This design comes from an exercise in tuning for small area and a short achievable clock period on the open sky130 flow, not from production work.
Function was checked by simulation only, so behaviour that the tests miss may differ from the original.
Power figures rest on the tool's default switching activity, not on a simulated workload.

Setup of before:
==> flow/design.v <==
module data_mem_responder #(
  parameter int DEPTH       = 64,
  parameter int WAIT_STATES = 2
) (
  input  logic        clk,
  input  logic        reset,
  input  logic        req_valid,
  output logic        req_ready,
  input  logic        req_write,
  input  logic [31:0] req_addr,
  input  logic [31:0] req_wdata,
  input  logic [3:0]  req_be,
  output logic        rsp_valid,
  input  logic        rsp_ready,
  output logic [31:0] rsp_rdata,
  output logic        rsp_err
);
  logic idle_q, w1_q, w2_q, resp_q;
  always_ff @(posedge clk) begin
    if (reset) begin
      idle_q <= 1'b1;
      w1_q   <= 1'b0;
      w2_q   <= 1'b0;
      resp_q <= 1'b0;
    end else begin
      idle_q <= (idle_q & ~req_valid) | (resp_q & rsp_ready);
      w1_q   <= idle_q & req_valid;
      w2_q   <= w1_q;
      resp_q <= w2_q | (resp_q & ~rsp_ready);
    end
  end
  logic [5:0] cnt_q;
  logic       seen_reset_q;
  always_ff @(posedge clk) begin
    if (reset) seen_reset_q <= 1'b1;
    if (seen_reset_q || !reset) cnt_q <= cnt_q + 6'd1;
    else                        cnt_q <= 6'd0;
  end
  logic [5:0]  pos_q;
  logic        err_q, wr_q;
  logic [31:0] wdata_q;
  logic [3:0]  be_q;
  logic        a_err;
  assign a_err = (|req_addr[1:0]) | (|req_addr[31:8]);
  logic [5:0] pos_d;
  assign pos_d = idle_q ? req_addr[7:2] + cnt_q : pos_q + 6'd1;
  always_ff @(posedge clk) begin
    pos_q <= pos_d;
    if (idle_q) begin
      wr_q    <= req_write;
      wdata_q <= req_wdata;
      be_q    <= req_be;
    end
    err_q <= (idle_q & a_err) | (~idle_q & err_q);
  end
  logic arm1_q, arm2_q, wact;
  logic st_ok;
  assign st_ok = wr_q & ~err_q;
  always_ff @(posedge clk) begin
    arm1_q <= w2_q & st_ok & ~reset;
    arm2_q <= arm1_q;
  end
  assign wact = (w2_q & st_ok & ~reset) | arm1_q | arm2_q;
  localparam int NPORT = 22;
  logic [31:0] ring_d [64];
  logic [NPORT-1:0] psel_q;
  always_ff @(posedge clk)
    for (int k = 0; k < NPORT; k++)
      psel_q[k] <= pos_d == 6'(3 * k);
  function automatic logic inv_pos(input integer p);
    inv_pos = p == 0 ? 1'b1 : ((p - 1) / 3) % 2 == 1;
  endfunction
  logic [31:0] wdata_n;
  assign wdata_n = ~wdata_q;
  logic [31:0] ring_q [64];
  for (genvar p = 0; p < 64; p++) begin : g_ring
    localparam int PREV = (p + 63) % 64;
    if (PREV % 3 == 0) begin : g_port
      for (genvar i = 0; i < 4; i++) begin : g_byte
        logic s;
        assign s = psel_q[PREV / 3] & wact & be_q[i];
        dmr_port8 u_port (
          .s (s),
          .sn(~s),
          .w (inv_pos(PREV) ? wdata_n[8*i +: 8] : wdata_q[8*i +: 8]),
          .p (ring_q[PREV][8*i +: 8]),
          .y (ring_d[p][8*i +: 8])
        );
        always_ff @(posedge clk)
          ring_q[p][8*i +: 8] <= ring_d[p][8*i +: 8];
      end
    end else begin : g_pass
      always_ff @(posedge clk)
        ring_q[p] <= ring_q[PREV];
    end
  end
  logic [31:0] rword;
  always_comb begin
    rword = 32'd0;
    for (int k = 0; k < 32; k++)
      rword = rword | ({32{pos_q[5:1] == 5'(k)}} & (inv_pos(2*k) ? ~ring_q[2*k] : ring_q[2*k]));
  end
  logic [31:0] rdata_q;
  logic        rd_ld;
  assign rd_ld = (w1_q | w2_q) & ~pos_q[0];
  always_ff @(posedge clk)
    rdata_q <= ({32{rd_ld & ~wr_q & ~err_q}} & rword) | ({32{~rd_ld}} & rdata_q);
  assign req_ready = idle_q;
  assign rsp_valid = resp_q;
  assign rsp_rdata = rdata_q;
  assign rsp_err   = err_q;
endmodule
module dmr_port8 (
  input  logic       s,
  input  logic       sn,
  input  logic [7:0] w,
  input  logic [7:0] p,
  output logic [7:0] y
);
  assign y = ~(({8{s}} & w) | ({8{sn}} & p));
endmodule
Settings: LEC_CHECK=0, CAP_MARGIN=20, CORE_MARGIN=2, CORE_UTILIZATION=60, SETUP_SLACK_MARGIN=3.4, SLEW_MARGIN=20; clock period 6.0 ns.
run.sh (not shown) runs the stock make flow with config.mk's settings and CLKGATE_MAP_FILE= SYNTH_SCRIPT=/design/flow/synth_recipe.tcl, a recipe that flattens the netlist after the stock synthesis.
Inputs modified between before and after:
# before
export LEC_CHECK = 0
export CAP_MARGIN = 20
export CORE_MARGIN = 2
export CORE_UTILIZATION = 60
export SETUP_SLACK_MARGIN = 3.4
export SLEW_MARGIN = 20
create_clock -name core_clock -period 6.0 [get_ports {clk}]
# after
export LEC_CHECK = 0
export CAP_MARGIN = 20
export CORE_MARGIN = 2
export CORE_UTILIZATION = 60
export CTS_CLUSTER_DIAMETER = 80
export CTS_CLUSTER_SIZE = 30
export SETUP_SLACK_MARGIN = 3.4
export SLEW_MARGIN = 20
create_clock -name core_clock -period 6.0 [get_ports {clk}]
--- outcome ---
Diff before -> after | total power | down by more than 10%
The overall global routing resource usage of after falls short of that of before by 0.53 points.
Per the comparison of after with before, depth of the critical timing path with buffers and inverters included climbed 1; pre-CTS setup slack barely changed; number of buffers outside the clock class in the layout dropped 2.4%.
Per the comparison of after with before, static leakage shows a reduction of 5.4%, count of buffers added by post-CTS timing repair for setup climbed 19%.
In the tables for before and after, part of the power in combinational logic reads lower with before.
From before to after the numbers moved as follows: routed wire length went down about 1.8%, clock network fraction of design power went down 14 points.
Antenna diode instance count was higher in the run labelled after.

==> separate check: timing with driven ports <==
Ports are ideal in the flow. The routed layouts listed here were re-timed in OpenROAD.
Step 1 assumes that a clkbuf_16 drives the clock port and a buf_2 every other input.
Step 2 also shifts input and output timing later by t, the mid clock arrival at the registers, as if the neighbouring blocks saw the same clock.
Three values: ideal ports, drivers, drivers and shift; two values: the first two.
| run | t (ns) | slack for setup (ns) | hold slack, ns | worst setup path at the end | worst data-port slew with drivers (ns) |
|---|---|---|---|---|---|
| before | 0.872 | 3.206 / 3.206 / 2.584 | 0.315 / 0.315 / 0.315 | input to register | 0.04 |
| after | 0.786 | 3.345 / 3.345 / 2.687 | 0.311 / 0.311 / 0.311 | input to register | 0.04 |
After both steps setup and hold are still met in every run listed. The setup slack of after, which loses most, moves by 0.000 ns with the drivers and by -0.658 ns with both steps.
